From an optimization exercise on the open Yosys and OpenROAD flow, aimed at small area; shortcuts taken in it are not production practice.
In this exercise RTL edits were held to simulation tests only and were not proved equivalent to the original.
Power figures rest on the tool's default switching activity, not on a simulated workload.

==> module qsfp_csr_decoder, before the edit <==
module qsfp_csr_decoder (
   input  logic       clk,
   input  logic       rst_i,
   input  logic       csr_req_valid_i,
   output logic       csr_req_ready_o,
   input  logic       csr_write_i,
   input  logic [11:0] csr_addr_i,
   output logic       csr_rsp_valid_o,
   input  logic       csr_rsp_ready_i,
   output logic [63:0] csr_rdata_o,
   output logic       cfg_wr_en_o,
   input  logic [63:0] cfg_i,
   input  logic       modprsl_i,
   input  logic       int_qsfp_i,
   input  logic       paused_i,
   input  logic [5:0] curr_addr_i,
   input  logic       rx_take_i,
   output logic       rx_block_o,
   output logic       frz_req_o,
   output logic [2:0] frz_word_o,
   output logic       hold_o,
   input  logic       frz_take_i,
   input  logic [63:0] frz_data_i
);
   logic        is_id;
   logic        is_sts;
   logic        is_cfg;
   logic        is_shadow;
   logic        req_take;
   logic        rd_take;
   logic        shadow_rd;
   logic        rsp_take;
   logic        rsp_valid_q;
   logic        shadow_wait_q;
   logic        frozen_q;      
   logic [5:0]  timer_q;
   logic [2:0]  word_q;       
   logic        sel_reg_q;    
   logic        sel_id;
   logic        sel_cfg;
   logic        sel_sts;
   logic [1:0]  pins_q;
   assign is_id     = (csr_addr_i[11:3] == qsfp_csr_pkg::REG_ID[11:3]);
   assign is_sts    = (csr_addr_i[11:3] == qsfp_csr_pkg::REG_STATUS[11:3]);
   assign is_cfg    = (csr_addr_i[11:3] == qsfp_csr_pkg::REG_CONFIG[11:3]);
   assign is_shadow = (csr_addr_i[11:6] == qsfp_csr_pkg::SHADOW_BASE[11:6]);
   assign csr_req_ready_o = !(rsp_valid_q || shadow_wait_q);
   assign req_take        = csr_req_valid_i && csr_req_ready_o;
   assign rd_take         = req_take && !csr_write_i;
   assign shadow_rd       = rd_take && is_shadow;
   assign rsp_take        = rsp_valid_q && csr_rsp_ready_i;
   assign cfg_wr_en_o     = req_take && csr_write_i && is_cfg;
   always_ff @(posedge clk) begin
      if (shadow_rd)
         timer_q <= 6'd61;
      else if (rx_take_i)
         timer_q <= 6'd63;
      else if (timer_q != 6'd0)
         timer_q <= timer_q - 6'd1;
   end
   assign rx_block_o = (timer_q != 6'd0) || shadow_wait_q || frozen_q ||
                       (rsp_valid_q && sel_sts) || (rd_take && (is_sts || is_shadow));
   always_ff @(posedge clk) begin
      if (rst_i) begin
         rsp_valid_q   <= 1'b0;
         shadow_wait_q <= 1'b0;
      end else if (shadow_rd) begin
         shadow_wait_q <= 1'b1;
      end else if (req_take) begin
         rsp_valid_q <= 1'b1;
      end else if (shadow_wait_q) begin
         if (timer_q == 6'd0) begin
            shadow_wait_q <= 1'b0;
            rsp_valid_q   <= 1'b1;
         end
      end else if (rsp_take) begin
         rsp_valid_q <= 1'b0;
      end
   end
   assign frz_req_o  = shadow_wait_q && !frozen_q && (timer_q <= 6'd58);
   assign frz_word_o = word_q;
   assign hold_o     = frozen_q;
   always_ff @(posedge clk) begin
      if (rst_i)
         frozen_q <= 1'b0;
      else if (frz_take_i)
         frozen_q <= 1'b1;
      else if (rsp_take)
         frozen_q <= 1'b0;
   end
   always_ff @(posedge clk) begin
      if (req_take) begin
         sel_reg_q <= rd_take && (is_id || is_sts || is_cfg);
         word_q    <= csr_addr_i[5:3];
      end
      if (rd_take && is_sts)
         pins_q <= {int_qsfp_i, modprsl_i};
   end
   logic [63:0] sts_word;
   always_comb begin
      sts_word = '0;
      sts_word[qsfp_csr_pkg::STS_MODPRSL]       = pins_q[0];
      sts_word[qsfp_csr_pkg::STS_INT_QSFP]      = pins_q[1];
      sts_word[qsfp_csr_pkg::STS_PAUSED]        = paused_i;
      sts_word[qsfp_csr_pkg::STS_CURR_ADDR +: 6] = curr_addr_i;
   end
   assign sel_id  = sel_reg_q && (word_q[1:0] == qsfp_csr_pkg::REG_ID[4:3]);
   assign sel_sts = sel_reg_q && (word_q[1:0] == qsfp_csr_pkg::REG_STATUS[4:3]);
   assign sel_cfg = sel_reg_q && (word_q[1:0] == qsfp_csr_pkg::REG_CONFIG[4:3]);
   assign csr_rsp_valid_o = rsp_valid_q;
   assign csr_rdata_o     = (frz_data_i & {64{frozen_q}}) |
                            (sts_word & {64{sel_sts}}) |
                            (cfg_i & {64{sel_cfg}}) |
                            (qsfp_csr_pkg::QSFP_FEATURE_ID & {64{sel_id}});
endmodule
export LEC_CHECK = 0
export CAP_MARGIN = 20
export CORE_MARGIN = 2
export CORE_UTILIZATION = 40
export SLEW_MARGIN = 20
create_clock -name core_clock -period 10.0 [get_ports {clk}]
standard.sh (not shown) runs the stock make flow with config.mk's settings and CLKGATE_MAP_FILE= SYNTH_SCRIPT=/design/flow/synth_recipe.tcl, a recipe that flattens the netlist after the stock synthesis.
==> flow/flow/run.sh <==
#!/bin/bash
# The standard layout (standard.sh), with two settings changed:
#  - ports are buffered with sky130_fd_sc_hd__buf_1, the smallest buffer,
#    instead of the cell buffer_ports picks by default;
#  - the clock tree uses clkbuf_4 buffers over clusters of up to 10 sinks,
#    without dummy loads.
# make's whole output goes to standard_make.log here; each ORFS step keeps
# its own log under orfs/logs.
set -euo pipefail
bash standard.sh \
  "BUFFER_PORTS_ARGS=-buffer_cell sky130_fd_sc_hd__buf_1" \
  "CTS_ARGS=-sink_clustering_enable -repair_clock_nets -dont_use_dummy_load -buf_list sky130_fd_sc_hd__clkbuf_4 -sink_clustering_size 10 -sink_clustering_max_diameter 50" \
  finish > standard_make.log 2>&1
Next try:
--- a/flow/design.v
+++ b/flow/design.v
@@ -234,21 +234,21 @@
    assign req_take        = csr_req_valid_i && csr_req_ready_o;
    assign rd_take         = req_take && !csr_write_i;
    assign shadow_rd       = rd_take && is_shadow;
    assign rsp_take        = rsp_valid_q && csr_rsp_ready_i;
    assign cfg_wr_en_o     = req_take && csr_write_i && is_cfg;
    always_ff @(posedge clk) begin
-      if (shadow_rd)
-         timer_q <= 6'd61;
-      else if (rx_take_i)
+      if (rx_take_i)
          timer_q <= 6'd63;
+      else if (shadow_rd)
+         timer_q <= 6'd61;
       else if (timer_q != 6'd0)
          timer_q <= timer_q - 6'd1;
    end
    assign rx_block_o = (timer_q != 6'd0) || shadow_wait_q || frozen_q ||
-                       (rsp_valid_q && sel_sts) || (rd_take && (is_sts || is_shadow));
+                       (rsp_valid_q && sel_sts);
    always_ff @(posedge clk) begin
       if (rst_i) begin
          rsp_valid_q   <= 1'b0;
          shadow_wait_q <= 1'b0;
       end else if (shadow_rd) begin
          shadow_wait_q <= 1'b1;
What happened:
- worst setup slack improved by 0.15 ns
- total power is about the same
- clock skew is about the same
- non-clock buffer count falls by 2
- design area falls by 0.33%
- utilization rises by 0.46 points
- synthesized area barely changes
- flip-flop and latch count is unchanged
- maximum frequency rises by 2.8%
- hold slack improved by 0.018 ns
- sequential power stays flat

---

qsfp_ctrl_top, a different RTL version from the one above (not shown whole).
Size in the first run: ~980 cells after synthesis, ~0.016 mm² of cells after synthesis.
==> module qsfp_csr_decoder, before the edit <==
module qsfp_csr_decoder (
   input  logic       clk,
   input  logic       rst_i,
   input  logic       csr_req_valid_i,
   output logic       csr_req_ready_o,
   input  logic       csr_write_i,
   input  logic [11:0] csr_addr_i,
   output logic       csr_rsp_valid_o,
   input  logic       csr_rsp_ready_i,
   output logic [63:0] csr_rdata_o,
   output logic       cfg_wr_en_o,
   input  logic [63:0] cfg_i,
   input  logic       modprsl_i,
   input  logic       int_qsfp_i,
   input  logic       paused_i,
   input  logic [5:0] curr_addr_i,
   input  logic       rx_take_i,
   output logic       rx_block_o,
   output logic       frz_req_o,
   output logic [2:0] frz_word_o,
   output logic       hold_o,
   input  logic       frz_take_i,
   input  logic [63:0] frz_data_i
);
   logic        is_id;
   logic        is_sts;
   logic        is_cfg;
   logic        is_shadow;
   logic        req_take;
   logic        rd_take;
   logic        shadow_rd;
   logic        rsp_take;
   logic        rsp_valid_q;
   logic        shadow_wait_q;
   logic        frozen_q;      
   logic [5:0]  timer_q;
   logic [2:0]  word_q;
   logic        sel_id_q;
   logic        sel_cfg_q;
   logic        sel_sts_q;
   logic        sel_sh_q;
   logic [1:0]  pins_q;
   assign is_id     = (csr_addr_i[11:3] == qsfp_csr_pkg::REG_ID[11:3]);
   assign is_sts    = (csr_addr_i[11:3] == qsfp_csr_pkg::REG_STATUS[11:3]);
   assign is_cfg    = (csr_addr_i[11:3] == qsfp_csr_pkg::REG_CONFIG[11:3]);
   assign is_shadow = (csr_addr_i[11:6] == qsfp_csr_pkg::SHADOW_BASE[11:6]);
   assign csr_req_ready_o = !(rsp_valid_q || shadow_wait_q);
   assign req_take        = csr_req_valid_i && csr_req_ready_o;
   assign rd_take         = req_take && !csr_write_i;
   assign shadow_rd       = rd_take && is_shadow;
   assign rsp_take        = rsp_valid_q && csr_rsp_ready_i;
   assign cfg_wr_en_o     = req_take && csr_write_i && is_cfg;
   always_ff @(posedge clk) begin
      if (rx_take_i)
         timer_q <= 6'd63;
      else if (shadow_rd)
         timer_q <= 6'd61;
      else if (timer_q != 6'd0)
         timer_q <= timer_q - 6'd1;
   end
   assign rx_block_o = (timer_q != 6'd0) || shadow_wait_q ||
                       (rsp_valid_q && (sel_sh_q || sel_sts_q));
   always_ff @(posedge clk) begin
      if (rst_i) begin
         rsp_valid_q   <= 1'b0;
         shadow_wait_q <= 1'b0;
      end else if (shadow_rd) begin
         shadow_wait_q <= 1'b1;
      end else if (req_take) begin
         rsp_valid_q <= 1'b1;
      end else if (shadow_wait_q) begin
         if (timer_q == 6'd0) begin
            shadow_wait_q <= 1'b0;
            rsp_valid_q   <= 1'b1;
         end
      end else if (rsp_take) begin
         rsp_valid_q <= 1'b0;
      end
   end
   assign frz_req_o  = shadow_wait_q && !frozen_q && (timer_q <= 6'd58);
   assign frz_word_o = word_q;
   assign hold_o     = frozen_q;
   always_ff @(posedge clk) begin
      if (rst_i)
         frozen_q <= 1'b0;
      else if (frz_take_i)
         frozen_q <= 1'b1;
      else if (rsp_take)
         frozen_q <= 1'b0;
   end
   always_ff @(posedge clk) begin
      if (req_take) begin
         sel_id_q  <= rd_take && is_id;
         sel_cfg_q <= rd_take && is_cfg;
         sel_sts_q <= rd_take && is_sts;
         sel_sh_q  <= shadow_rd;
         word_q    <= csr_addr_i[5:3];
      end
      if (rd_take && is_sts)
         pins_q <= {int_qsfp_i, modprsl_i};
   end
   logic [63:0] sts_word;
   always_comb begin
      sts_word = '0;
      sts_word[qsfp_csr_pkg::STS_MODPRSL]       = pins_q[0];
      sts_word[qsfp_csr_pkg::STS_INT_QSFP]      = pins_q[1];
      sts_word[qsfp_csr_pkg::STS_PAUSED]        = paused_i;
      sts_word[qsfp_csr_pkg::STS_CURR_ADDR +: 6] = curr_addr_i;
   end
   assign csr_rsp_valid_o = rsp_valid_q;
   assign csr_rdata_o     = (frz_data_i & {64{sel_sh_q}}) |
                            (sts_word & {64{sel_sts_q}}) |
                            (cfg_i & {64{sel_cfg_q}}) |
                            (qsfp_csr_pkg::QSFP_FEATURE_ID & {64{sel_id_q}});
endmodule
export LEC_CHECK = 0
export CAP_MARGIN = 20
export CORE_MARGIN = 2
export CORE_UTILIZATION = 40
export SLEW_MARGIN = 20
create_clock -name core_clock -period 10.0 [get_ports {clk}]
Scripts as last shown in full above: flow/flow/run.sh
Edit:
--- a/flow/design.v
+++ b/flow/design.v
@@ -219,13 +219,13 @@
    logic        rsp_valid_q;
    logic        shadow_wait_q;
    logic        frozen_q;      
    logic [5:0]  timer_q;
-   logic [2:0]  word_q;
-   logic        sel_id_q;
-   logic        sel_cfg_q;
-   logic        sel_sts_q;
-   logic        sel_sh_q;
+   logic [2:0]  word_q;       
+   logic        sel_reg_q;    
+   logic        sel_id;
+   logic        sel_cfg;
+   logic        sel_sts;
    logic [1:0]  pins_q;
    assign is_id     = (csr_addr_i[11:3] == qsfp_csr_pkg::REG_ID[11:3]);
    assign is_sts    = (csr_addr_i[11:3] == qsfp_csr_pkg::REG_STATUS[11:3]);
    assign is_cfg    = (csr_addr_i[11:3] == qsfp_csr_pkg::REG_CONFIG[11:3]);
@@ -236,17 +236,18 @@
    assign shadow_rd       = rd_take && is_shadow;
    assign rsp_take        = rsp_valid_q && csr_rsp_ready_i;
    assign cfg_wr_en_o     = req_take && csr_write_i && is_cfg;
    always_ff @(posedge clk) begin
-      if (rx_take_i)
-         timer_q <= 6'd63;
-      else if (shadow_rd)
+      if (shadow_rd)
          timer_q <= 6'd61;
+      else if (rx_take_i)
+         timer_q <= 6'd63;
       else if (timer_q != 6'd0)
          timer_q <= timer_q - 6'd1;
    end
    assign rx_block_o = (timer_q != 6'd0) || shadow_wait_q ||
-                       (rsp_valid_q && (sel_sh_q || sel_sts_q));
+                       ((frozen_q || (rsp_valid_q && sel_sts)) && !rsp_take) ||
+                       (rd_take && (is_sts || is_shadow));
    always_ff @(posedge clk) begin
       if (rst_i) begin
          rsp_valid_q   <= 1'b0;
          shadow_wait_q <= 1'b0;
@@ -275,12 +276,9 @@
          frozen_q <= 1'b0;
    end
    always_ff @(posedge clk) begin
       if (req_take) begin
-         sel_id_q  <= rd_take && is_id;
-         sel_cfg_q <= rd_take && is_cfg;
-         sel_sts_q <= rd_take && is_sts;
-         sel_sh_q  <= shadow_rd;
+         sel_reg_q <= rd_take && (is_id || is_sts || is_cfg);
          word_q    <= csr_addr_i[5:3];
       end
       if (rd_take && is_sts)
          pins_q <= {int_qsfp_i, modprsl_i};
@@ -292,13 +290,16 @@
       sts_word[qsfp_csr_pkg::STS_INT_QSFP]      = pins_q[1];
       sts_word[qsfp_csr_pkg::STS_PAUSED]        = paused_i;
       sts_word[qsfp_csr_pkg::STS_CURR_ADDR +: 6] = curr_addr_i;
    end
+   assign sel_id  = sel_reg_q && (word_q[1:0] == qsfp_csr_pkg::REG_ID[4:3]);
+   assign sel_sts = sel_reg_q && (word_q[1:0] == qsfp_csr_pkg::REG_STATUS[4:3]);
+   assign sel_cfg = sel_reg_q && (word_q[1:0] == qsfp_csr_pkg::REG_CONFIG[4:3]);
    assign csr_rsp_valid_o = rsp_valid_q;
-   assign csr_rdata_o     = (frz_data_i & {64{sel_sh_q}}) |
-                            (sts_word & {64{sel_sts_q}}) |
-                            (cfg_i & {64{sel_cfg_q}}) |
-                            (qsfp_csr_pkg::QSFP_FEATURE_ID & {64{sel_id_q}});
+   assign csr_rdata_o     = (frz_data_i & {64{frozen_q}}) |
+                            (sts_word & {64{sel_sts}}) |
+                            (cfg_i & {64{sel_cfg}}) |
+                            (qsfp_csr_pkg::QSFP_FEATURE_ID & {64{sel_id}});
 endmodule
 `default_nettype wire
 `timescale 1ns/1ps
 `default_nettype none
Global-route usage shrinks by 0.11 points.
Die area hardly moves.
Design area barely changes.
Sequential share of layout area goes down by 0.37 points.
Cell count is higher by 0.52%.
Via count increases by 0.32%.
Combinational power hardly moves.
Sequential power is lower by about 2%.
Critical path depth climbs by 1.
Total power came out lower by 1.4%.
Worst hold slack is worse by 0.016 ns.
Count of clock-buffer cells in the layout stays the same.
First-iteration DRC count decreases by 9.2%.

[port drivers added, routing unchanged]
The results above use ideal ports. As a check the final layouts listed here were re-extracted and re-timed, cells and wires unchanged. Step 1 (the two cells are an assumption about what drives the block):
set clk [get_ports {clk}]
set_driving_cell -lib_cell sky130_fd_sc_hd__clkbuf_16 $clk
set_driving_cell -lib_cell sky130_fd_sc_hd__buf_2 [delete_from_list [all_inputs] $clk]
Step 2 adds t to the input delays and takes it off the output delays; t is the mean of the earliest and latest rising clock arrival at the registers after step 1. Input paths then give back, and output paths get back, about the clock's delay inside the block. Three values: ideal ports, drivers, drivers and shift; two values: the first two.
run	shift t [ns]	setup WS [ns]	clock arrival spread, ns
the first run of note 1	0.727	4.435 / 4.414 / 4.414	0.087 / 0.088
the second run of note 1	0.724	4.587 / 4.541 / 5.266	0.067 / 0.067
the first run of note 2	0.742	5.447 / 5.403 / 5.956	0.046 / 0.047
the second run of note 2	0.706	4.498 / 4.478 / 4.478	0.087 / 0.088
After both steps every run listed still meets setup and hold. The setup slack of the first run of note 1, which loses most, moves by -0.021 ns with the drivers and by -0.021 ns with both steps.
